Source: an optimization exercise on an open RTL-to-GDS flow (aim: small area, a short achievable clock period and few clock cycles per item). Production flows keep margins and buffers that such runs may drop. Only simulation tests tie the RTL to the original design; equivalence was not proved. No activity file was given, so power comes from the tool's default toggle rates.

==> module mem_responder, before the edit <==
module mem_responder #(
    parameter int DEPTH_WORDS = 64,
    parameter int LATENCY     = 2
) (
    input  logic        clk,
    input  logic        reset,
    input  logic        req_valid,
    output logic        req_ready,
    input  logic        req_write,
    input  logic [1:0]  req_size,
    input  logic [31:0] req_addr,
    input  logic [31:0] req_wdata,
    output logic        resp_valid,
    output logic [31:0] resp_rdata,
    output logic        resp_error
);
    localparam int AW = $clog2(DEPTH_WORDS);
    localparam int NG = (DEPTH_WORDS + 2) / 3;    
    assign req_ready = !reset;
    logic        in_err;
    logic [3:0]  in_lane;    
    logic [31:0] in_wword;
    logic [3:0]  in_sel0;    
    logic [1:0]  in_sel1;    
    logic        in_sel2;    
    logic [3:0]  in_be_n;    
    assign in_err = (req_size == 2'b11)
                  || (req_size == 2'b01 && req_addr[0])
                  || (req_size == 2'b00 && req_addr[1:0] != 2'b00)
                  || (req_addr[31:8] != 24'd0);
    always_comb begin
        in_lane  = 4'b0000;
        in_wword = {4{req_wdata[7:0]}};
        in_sel0  = 4'b0000;
        in_sel1  = 2'b00;
        in_sel2  = 1'b0;
        case (req_size)
            2'b00: begin
                in_lane  = 4'b1111;
                in_wword = req_wdata;
                in_sel0  = 4'b0001;
                in_sel1  = 2'b01;
                in_sel2  = 1'b1;
            end
            2'b01: begin
                in_lane  = req_addr[1] ? 4'b0011 : 4'b1100;
                in_wword = {2{req_wdata[15:0]}};
                in_sel0  = req_addr[1] ? 4'b0001 : 4'b0100;
                in_sel1  = req_addr[1] ? 2'b01 : 2'b10;
            end
            2'b10: begin
                in_lane  = 4'b1000 >> req_addr[1:0];
                in_sel0  = 4'b1000 >> req_addr[1:0];
            end
            default: ;
        endcase
        if (req_write || in_err) begin
            in_sel0 = 4'b0000;
            in_sel1 = 2'b00;
            in_sel2 = 1'b0;
        end
        in_be_n = ~(in_lane & {4{req_valid && !reset && req_write && !in_err}});
    end
    logic                   s_valid;
    logic                   s_err;
    logic [DEPTH_WORDS-1:0] s_word;       
    logic [DEPTH_WORDS-1:0] s_word_n;
    logic [3:0]             s_be_n;
    logic [31:0]            s_wword;
    logic [3:0]             s_sel0;
    logic [1:0]             s_sel1;
    logic                   s_sel2;
    always_ff @(posedge clk) begin
        s_valid <= req_valid && !reset;
        s_err   <= in_err;
        s_word  <= DEPTH_WORDS'(1) << req_addr[AW+1:2];
        s_be_n  <= in_be_n;
        s_wword <= in_wword;
        s_sel0  <= in_sel0;
        s_sel1  <= in_sel1;
        s_sel2  <= in_sel2;
    end
    assign s_word_n = ~s_word;
    logic [31:0] rd_word;
    genvar gi, wi;
    generate
        for (gi = 0; gi < 4; gi++) begin : g_lane
            logic [8*DEPTH_WORDS-1:0] lane_mem;
            logic [DEPTH_WORDS-1:0]   we;
            for (wi = 0; wi < DEPTH_WORDS; wi++) begin : g_word
                mr_nor2 u_we (.a(s_word_n[wi]), .b(s_be_n[gi]), .y(we[wi]));
                always_ff @(posedge clk) begin
                    if (we[wi]) lane_mem[8*wi +: 8] <= s_wword[8*gi +: 8];
                end
            end
            for (genvar bi = 0; bi < 8; bi++) begin : g_bit
                logic [NG-1:0] grp_n;
                for (genvar ki = 0; ki < NG; ki++) begin : g_grp
                    if (3 * ki + 2 < DEPTH_WORDS) begin : g_3
                        mr_aoi222 u_aoi (
                            .a1(s_word[3*ki]),     .a2(lane_mem[8*(3*ki)     + bi]),
                            .b1(s_word[3*ki + 1]), .b2(lane_mem[8*(3*ki + 1) + bi]),
                            .c1(s_word[3*ki + 2]), .c2(lane_mem[8*(3*ki + 2) + bi]),
                            .y(grp_n[ki]));
                    end else if (3 * ki + 1 < DEPTH_WORDS) begin : g_2
                        mr_aoi22 u_aoi (
                            .a1(s_word[3*ki]),     .a2(lane_mem[8*(3*ki)     + bi]),
                            .b1(s_word[3*ki + 1]), .b2(lane_mem[8*(3*ki + 1) + bi]),
                            .y(grp_n[ki]));
                    end else begin : g_1
                        mr_nand2 u_nand (
                            .a(s_word[3*ki]), .b(lane_mem[8*(3*ki) + bi]), .y(grp_n[ki]));
                    end
                end
                logic [5:0] part;
                logic [1:0] part_n;
                mr_nand4 u_p0 (.a(grp_n[0]),  .b(grp_n[1]),  .c(grp_n[2]),  .d(grp_n[3]),  .y(part[0]));
                mr_nand4 u_p1 (.a(grp_n[4]),  .b(grp_n[5]),  .c(grp_n[6]),  .d(grp_n[7]),  .y(part[1]));
                mr_nand4 u_p2 (.a(grp_n[8]),  .b(grp_n[9]),  .c(grp_n[10]), .d(grp_n[11]), .y(part[2]));
                mr_nand4 u_p3 (.a(grp_n[12]), .b(grp_n[13]), .c(grp_n[14]), .d(grp_n[15]), .y(part[3]));
                mr_nand3 u_p4 (.a(grp_n[16]), .b(grp_n[17]), .c(grp_n[18]), .y(part[4]));
                mr_nand3 u_p5 (.a(grp_n[19]), .b(grp_n[20]), .c(grp_n[21]), .y(part[5]));
                mr_nor3  u_q0 (.a(part[0]), .b(part[1]), .c(part[2]), .y(part_n[0]));
                mr_nor3  u_q1 (.a(part[3]), .b(part[4]), .c(part[5]), .y(part_n[1]));
                mr_nand2 u_r  (.a(part_n[0]), .b(part_n[1]), .y(rd_word[8*gi + bi]));
            end
        end
    endgenerate
    logic [31:0] load_data;
    always_comb begin
        load_data[7:0]   = ({8{s_sel0[0]}} & rd_word[7:0])
                         | ({8{s_sel0[1]}} & rd_word[15:8])
                         | ({8{s_sel0[2]}} & rd_word[23:16])
                         | ({8{s_sel0[3]}} & rd_word[31:24]);
        load_data[15:8]  = ({8{s_sel1[0]}} & rd_word[15:8])
                         | ({8{s_sel1[1]}} & rd_word[31:24]);
        load_data[31:16] = {16{s_sel2}} & rd_word[31:16];
    end
    logic        resp_valid_reg;
    logic        resp_error_reg;
    logic [31:0] resp_rdata_reg;
    always_ff @(posedge clk) begin
        resp_valid_reg <= s_valid && !reset;
        resp_error_reg <= s_err;
        resp_rdata_reg <= load_data;
    end
    assign resp_valid = resp_valid_reg;
    assign resp_error = resp_error_reg;
    assign resp_rdata = resp_rdata_reg;
endmodule
==> module mr_nor3, before the edit <==
module mr_nor3 (
    input  logic a,
    input  logic b,
    input  logic c,
    output logic y
);
    assign y = ~(a | b | c);
endmodule
Settings: LEC_CHECK=0, CAP_MARGIN=20, CORE_MARGIN=2, CORE_UTILIZATION=40, CTS_BUF_LIST=sky130_fd_sc_hd__clkbuf_16, CTS_CLUSTER_DIAMETER=100, CTS_CLUSTER_SIZE=28, SETUP_SLACK_MARGIN=3.65, SLEW_MARGIN=20, SYNTH_HIERARCHICAL=1; clock period 6.0 ns.
standard.sh (not shown) runs the stock make flow with config.mk's settings and CLKGATE_MAP_FILE= SYNTH_SCRIPT=/design/flow/synth_recipe.tcl, a recipe that flattens the netlist after the stock synthesis.
==> flow/flow/run.sh <==
#!/bin/bash
# The standard layout (standard.sh, the standard flow's own ORFS run) with these changes:
#   - port buffers are sky130_fd_sc_hd__buf_1 (the resizer upsizes them where timing needs it)
#     instead of the clkdlybuf4s50_1 delay cells buffer_ports picks by default;
#   - clock tree synthesis inserts no dummy loads;
#   - the resizer may change a cell's footprint when it resizes it;
#   - the reset and req_ready pins are placed side by side (req_ready = !reset is a path
#     from one port straight to the other).
# Every tool's output is in orfs/logs/ (one log per step) and the make output in standard.log.
set -euo pipefail
bash standard.sh \
  "BUFFER_PORTS_ARGS=-buffer_cell sky130_fd_sc_hd__buf_1" \
  "CTS_ARGS=-sink_clustering_enable -repair_clock_nets -sink_clustering_size 28 -sink_clustering_max_diameter 100 -buf_list sky130_fd_sc_hd__clkbuf_16 -dont_use_dummy_load" \
  MATCH_CELL_FOOTPRINT=0 \
  "PLACE_PINS_ARGS=-group_pins {reset req_ready}" \
  finish > standard.log 2>&1
Testbench counts at the start, summed over its fixed seeds: cycles 9,616, items 9,600.
Then changed:
--- a/flow/design.v
+++ b/flow/design.v
@@ -114,5 +114,5 @@
                 end
                 logic [5:0] part;
-                logic [1:0] part_n;
+                logic [2:0] part_n;
                 mr_nand4 u_p0 (.a(grp_n[0]),  .b(grp_n[1]),  .c(grp_n[2]),  .d(grp_n[3]),  .y(part[0]));
                 mr_nand4 u_p1 (.a(grp_n[4]),  .b(grp_n[5]),  .c(grp_n[6]),  .d(grp_n[7]),  .y(part[1]));
@@ -121,19 +121,34 @@
                 mr_nand3 u_p4 (.a(grp_n[16]), .b(grp_n[17]), .c(grp_n[18]), .y(part[4]));
                 mr_nand3 u_p5 (.a(grp_n[19]), .b(grp_n[20]), .c(grp_n[21]), .y(part[5]));
-                mr_nor3  u_q0 (.a(part[0]), .b(part[1]), .c(part[2]), .y(part_n[0]));
-                mr_nor3  u_q1 (.a(part[3]), .b(part[4]), .c(part[5]), .y(part_n[1]));
-                mr_nand2 u_r  (.a(part_n[0]), .b(part_n[1]), .y(rd_word[8*gi + bi]));
+                mr_nor2  u_q0 (.a(part[0]), .b(part[1]), .y(part_n[0]));
+                mr_nor2  u_q1 (.a(part[2]), .b(part[3]), .y(part_n[1]));
+                mr_nor2  u_q2 (.a(part[4]), .b(part[5]), .y(part_n[2]));
+                mr_nand3 u_r  (.a(part_n[0]), .b(part_n[1]), .c(part_n[2]), .y(rd_word[8*gi + bi]));
             end
         end
     endgenerate
+    logic        r_valid;
+    logic        r_err;
+    logic [31:0] r_word;
+    logic [3:0]  r_sel0;
+    logic [1:0]  r_sel1;
+    logic        r_sel2;
+    always_ff @(posedge clk) begin
+        r_valid <= s_valid && !reset;
+        r_err   <= s_err;
+        r_word  <= rd_word;
+        r_sel0  <= s_sel0;
+        r_sel1  <= s_sel1;
+        r_sel2  <= s_sel2;
+    end
     logic [31:0] load_data;
     always_comb begin
-        load_data[7:0]   = ({8{s_sel0[0]}} & rd_word[7:0])
-                         | ({8{s_sel0[1]}} & rd_word[15:8])
-                         | ({8{s_sel0[2]}} & rd_word[23:16])
-                         | ({8{s_sel0[3]}} & rd_word[31:24]);
-        load_data[15:8]  = ({8{s_sel1[0]}} & rd_word[15:8])
-                         | ({8{s_sel1[1]}} & rd_word[31:24]);
-        load_data[31:16] = {16{s_sel2}} & rd_word[31:16];
+        load_data[7:0]   = ({8{r_sel0[0]}} & r_word[7:0])
+                         | ({8{r_sel0[1]}} & r_word[15:8])
+                         | ({8{r_sel0[2]}} & r_word[23:16])
+                         | ({8{r_sel0[3]}} & r_word[31:24]);
+        load_data[15:8]  = ({8{r_sel1[0]}} & r_word[15:8])
+                         | ({8{r_sel1[1]}} & r_word[31:24]);
+        load_data[31:16] = {16{r_sel2}} & r_word[31:16];
     end
     logic        resp_valid_reg;
@@ -141,6 +156,6 @@
     logic [31:0] resp_rdata_reg;
     always_ff @(posedge clk) begin
-        resp_valid_reg <= s_valid && !reset;
-        resp_error_reg <= s_err;
+        resp_valid_reg <= r_valid && !reset;
+        resp_error_reg <= r_err;
         resp_rdata_reg <= load_data;
     end
@@ -179,12 +194,4 @@
 );
     assign y = ~(a & b & c & d);
-endmodule
-module mr_nor3 (
-    input  logic a,
-    input  logic b,
-    input  logic c,
-    output logic y
-);
-    assign y = ~(a | b | c);
 endmodule
 module mr_aoi22 (
Result: The changed run passed the timing, design-rule and antenna checks. Synthesized area came out higher slightly. Worst hold slack gains 0.0034 ns. Maximum frequency hardly moves. Core utilization drops by 0.68 points. Global-route usage hardly moves. Cell area came out lower slightly. Sequential power came out higher by a few percent. Sequential share of layout area increases by 1.2 points. Sequential cell count climbs by 41. Die area goes up slightly. First-iteration DRC count went down by a few percent. Via count went up slightly.
Testbench counts after the change, summed over its fixed seeds: cycles 9,624, items 9,600.

## old
mem_responder, a different RTL version from the one above (not shown whole).
Size: roughly 3700 cells after synthesis, about 2200 flip-flops, roughly 110 I/O pins, ~0.075 mm2 of cells after synthesis.
==> flow/design.v (excerpt) <==
module mem_responder #(
    parameter int DEPTH_WORDS = 64,
    parameter int LATENCY     = 2
) (
    input  logic        clk,
    input  logic        reset,
    input  logic        req_valid,
    output logic        req_ready,
    input  logic        req_write,
    input  logic [1:0]  req_size,
    input  logic [31:0] req_addr,
    input  logic [31:0] req_wdata,
    output logic        resp_valid,
    output logic [31:0] resp_rdata,
    output logic        resp_error
);
==> module mem_responder, before the edit <==
module mem_responder #(
    parameter int DEPTH_WORDS = 64,
    parameter int LATENCY     = 2
) (
    input  logic        clk,
    input  logic        reset,
    input  logic        req_valid,
    output logic        req_ready,
    input  logic        req_write,
    input  logic [1:0]  req_size,
    input  logic [31:0] req_addr,
    input  logic [31:0] req_wdata,
    output logic        resp_valid,
    output logic [31:0] resp_rdata,
    output logic        resp_error
);
    localparam int AW = $clog2(DEPTH_WORDS);
    localparam int NG = (DEPTH_WORDS + 2) / 3;    
    assign req_ready = !reset;
    logic        in_err;
    logic [3:0]  in_lane;    
    logic [31:0] in_wword;
    logic [3:0]  in_sel0;    
    logic [1:0]  in_sel1;    
    logic        in_sel2;    
    logic [3:0]  in_be_n;    
    assign in_err = (req_size == 2'b11)
                  || (req_size == 2'b01 && req_addr[0])
                  || (req_size == 2'b00 && req_addr[1:0] != 2'b00)
                  || (req_addr[31:8] != 24'd0);
    always_comb begin
        in_lane  = 4'b0000;
        in_wword = {4{req_wdata[7:0]}};
        in_sel0  = 4'b0000;
        in_sel1  = 2'b00;
        in_sel2  = 1'b0;
        case (req_size)
            2'b00: begin
                in_lane  = 4'b1111;
                in_wword = req_wdata;
                in_sel0  = 4'b0001;
                in_sel1  = 2'b01;
                in_sel2  = 1'b1;
            end
            2'b01: begin
                in_lane  = req_addr[1] ? 4'b0011 : 4'b1100;
                in_wword = {2{req_wdata[15:0]}};
                in_sel0  = req_addr[1] ? 4'b0001 : 4'b0100;
                in_sel1  = req_addr[1] ? 2'b01 : 2'b10;
            end
            2'b10: begin
                in_lane  = 4'b1000 >> req_addr[1:0];
                in_sel0  = 4'b1000 >> req_addr[1:0];
            end
            default: ;
        endcase
        if (req_write || in_err) begin
            in_sel0 = 4'b0000;
            in_sel1 = 2'b00;
            in_sel2 = 1'b0;
        end
        in_be_n = ~(in_lane & {4{req_valid && !reset && req_write && !in_err}});
    end
    logic                   s_valid;
    logic                   s_err;
    logic [DEPTH_WORDS-1:0] s_word;       
    logic [DEPTH_WORDS-1:0] s_word_n;
    logic [3:0]             s_be_n;
    logic [31:0]            s_wword;
    logic [3:0]             s_sel0;
    logic [1:0]             s_sel1;
    logic                   s_sel2;
    always_ff @(posedge clk) begin
        s_valid <= req_valid && !reset;
        s_err   <= in_err;
        s_word  <= DEPTH_WORDS'(1) << req_addr[AW+1:2];
        s_be_n  <= in_be_n;
        s_wword <= in_wword;
        s_sel0  <= in_sel0;
        s_sel1  <= in_sel1;
        s_sel2  <= in_sel2;
    end
    assign s_word_n = ~s_word;
    logic [31:0] rd_word;
    genvar gi, wi;
    generate
        for (gi = 0; gi < 4; gi++) begin : g_lane
            logic [8*DEPTH_WORDS-1:0] lane_mem;
            logic [DEPTH_WORDS-1:0]   we;
            for (wi = 0; wi < DEPTH_WORDS; wi++) begin : g_word
                mr_nor2 u_we (.a(s_word_n[wi]), .b(s_be_n[gi]), .y(we[wi]));
                always_ff @(posedge clk) begin
                    if (we[wi]) lane_mem[8*wi +: 8] <= s_wword[8*gi +: 8];
                end
            end
            for (genvar bi = 0; bi < 8; bi++) begin : g_bit
                logic [NG-1:0] grp_n;
                for (genvar ki = 0; ki < NG; ki++) begin : g_grp
                    if (3 * ki + 2 < DEPTH_WORDS) begin : g_3
                        mr_aoi222 u_aoi (
                            .a1(s_word[3*ki]),     .a2(lane_mem[8*(3*ki)     + bi]),
                            .b1(s_word[3*ki + 1]), .b2(lane_mem[8*(3*ki + 1) + bi]),
                            .c1(s_word[3*ki + 2]), .c2(lane_mem[8*(3*ki + 2) + bi]),
                            .y(grp_n[ki]));
                    end else if (3 * ki + 1 < DEPTH_WORDS) begin : g_2
                        mr_aoi22 u_aoi (
                            .a1(s_word[3*ki]),     .a2(lane_mem[8*(3*ki)     + bi]),
                            .b1(s_word[3*ki + 1]), .b2(lane_mem[8*(3*ki + 1) + bi]),
                            .y(grp_n[ki]));
                    end else begin : g_1
                        mr_nand2 u_nand (
                            .a(s_word[3*ki]), .b(lane_mem[8*(3*ki) + bi]), .y(grp_n[ki]));
                    end
                end
                assign rd_word[8*gi + bi] = ~&grp_n;
            end
        end
    endgenerate
    logic [31:0] load_data;
    always_comb begin
        load_data[7:0]   = ({8{s_sel0[0]}} & rd_word[7:0])
                         | ({8{s_sel0[1]}} & rd_word[15:8])
                         | ({8{s_sel0[2]}} & rd_word[23:16])
                         | ({8{s_sel0[3]}} & rd_word[31:24]);
        load_data[15:8]  = ({8{s_sel1[0]}} & rd_word[15:8])
                         | ({8{s_sel1[1]}} & rd_word[31:24]);
        load_data[31:16] = {16{s_sel2}} & rd_word[31:16];
    end
    logic        resp_valid_reg;
    logic        resp_error_reg;
    logic [31:0] resp_rdata_reg;
    always_ff @(posedge clk) begin
        resp_valid_reg <= s_valid && !reset;
        resp_error_reg <= s_err;
        resp_rdata_reg <= load_data;
    end
    assign resp_valid = resp_valid_reg;
    assign resp_error = resp_error_reg;
    assign resp_rdata = resp_rdata_reg;
endmodule
make LEC_CHECK=0 CAP_MARGIN=20 CORE_MARGIN=2 CORE_UTILIZATION=40 CTS_BUF_LIST=sky130_fd_sc_hd__clkbuf_16 CTS_CLUSTER_DIAMETER=100 CTS_CLUSTER_SIZE=28 SETUP_SLACK_MARGIN=3.35 SLEW_MARGIN=20 SYNTH_HIERARCHICAL=1 finish   # period 6.0 ns
run.sh (not shown) runs the stock make flow with config.mk's settings and CLKGATE_MAP_FILE= SYNTH_SCRIPT=/design/flow/synth_recipe.tcl, a recipe that flattens the netlist after the stock synthesis.
Stock flow here: none of the scripts above is used.
Testbench counts of old, summed over its fixed seeds: cycles 9,616, items 9,600.
What new does differently from old at the input level:
diff --git a/flow/design.v b/flow/design.v
--- a/flow/design.v
+++ b/flow/design.v
@@ -109,13 +109,23 @@
                             .y(grp_n[ki]));
                     end else begin : g_1
                         mr_nand2 u_nand (
                             .a(s_word[3*ki]), .b(lane_mem[8*(3*ki) + bi]), .y(grp_n[ki]));
                     end
                 end
-                assign rd_word[8*gi + bi] = ~&grp_n;
+                logic [5:0] part;
+                logic [1:0] part_n;
+                mr_nand4 u_p0 (.a(grp_n[0]),  .b(grp_n[1]),  .c(grp_n[2]),  .d(grp_n[3]),  .y(part[0]));
+                mr_nand4 u_p1 (.a(grp_n[4]),  .b(grp_n[5]),  .c(grp_n[6]),  .d(grp_n[7]),  .y(part[1]));
+                mr_nand4 u_p2 (.a(grp_n[8]),  .b(grp_n[9]),  .c(grp_n[10]), .d(grp_n[11]), .y(part[2]));
+                mr_nand4 u_p3 (.a(grp_n[12]), .b(grp_n[13]), .c(grp_n[14]), .d(grp_n[15]), .y(part[3]));
+                mr_nand3 u_p4 (.a(grp_n[16]), .b(grp_n[17]), .c(grp_n[18]), .y(part[4]));
+                mr_nand3 u_p5 (.a(grp_n[19]), .b(grp_n[20]), .c(grp_n[21]), .y(part[5]));
+                mr_nor3  u_q0 (.a(part[0]), .b(part[1]), .c(part[2]), .y(part_n[0]));
+                mr_nor3  u_q1 (.a(part[3]), .b(part[4]), .c(part[5]), .y(part_n[1]));
+                mr_nand2 u_r  (.a(part_n[0]), .b(part_n[1]), .y(rd_word[8*gi + bi]));
             end
         end
     endgenerate
     logic [31:0] load_data;
     always_comb begin
         load_data[7:0]   = ({8{s_sel0[0]}} & rd_word[7:0])
@@ -149,12 +159,37 @@
     input  logic a,
     input  logic b,
     output logic y
 );
     assign y = ~(a & b);
 endmodule
+module mr_nand3 (
+    input  logic a,
+    input  logic b,
+    input  logic c,
+    output logic y
+);
+    assign y = ~(a & b & c);
+endmodule
+module mr_nand4 (
+    input  logic a,
+    input  logic b,
+    input  logic c,
+    input  logic d,
+    output logic y
+);
+    assign y = ~(a & b & c & d);
+endmodule
+module mr_nor3 (
+    input  logic a,
+    input  logic b,
+    input  logic c,
+    output logic y
+);
+    assign y = ~(a | b | c);
+endmodule
 module mr_aoi22 (
     input  logic a1,
     input  logic a2,
     input  logic b1,
     input  logic b2,
     output logic y
Results
- On sequential power, new tracks old almost exactly.
- On internal power summed over all cells, the higher figure sits with new, not old.
- On synthesized cell count: new sits above old.
- Worst hold slack delta (new − old): favourable
- On clock slew seen by the registers of the worst setup and hold paths, old and new are neck and neck.
- Diff old..new | horizontal die dimension | negligible
- Per the comparison of new with old, final total negative setup slack now sits at about the same level, die area increased about 0.44%.
Testbench counts of new, summed over its fixed seeds: cycles 9,616, items 9,600.

port drivers added, routing unchanged:
No port has a modelled driver above. Below, the same layouts with a new extraction and two added sets of constraints. Step 1: set_driving_cell puts a clkbuf_16 on clk and a buf_2 on each other input, an assumption about the parent block. Step 2, shift: input delay + t, output delay - t, t = (earliest + latest rising clock arrival at the registers) / 2. This alone moves slack from input paths to output paths. a / b / c = ideal ports / drivers / drivers and shift; a / b = the first two.
| run | t (ns) | setup WS [ns] | latest minus earliest clock arrival (ns) | cell pins on the clock port's net |
|---|---|---|---|---|
| the first run of note 1 | 0.809 | 3.376 / 3.335 / 3.153 | 0.062 / 0.062 | 1 |
| the second run of note 1 | 0.815 | 3.381 / 3.342 / 2.950 | 0.071 / 0.072 | 1 |
| old | 0.847 | 2.660 / 2.660 / 2.660 | 0.070 / 0.069 | 1 |
| new | 0.806 | 3.337 / 3.311 / 2.672 | 0.047 / 0.047 | 1 |
After both steps every run listed still meets setup and hold. The setup slack of new, which loses most, moves by -0.026 ns with the drivers and by -0.665 ns with both steps.
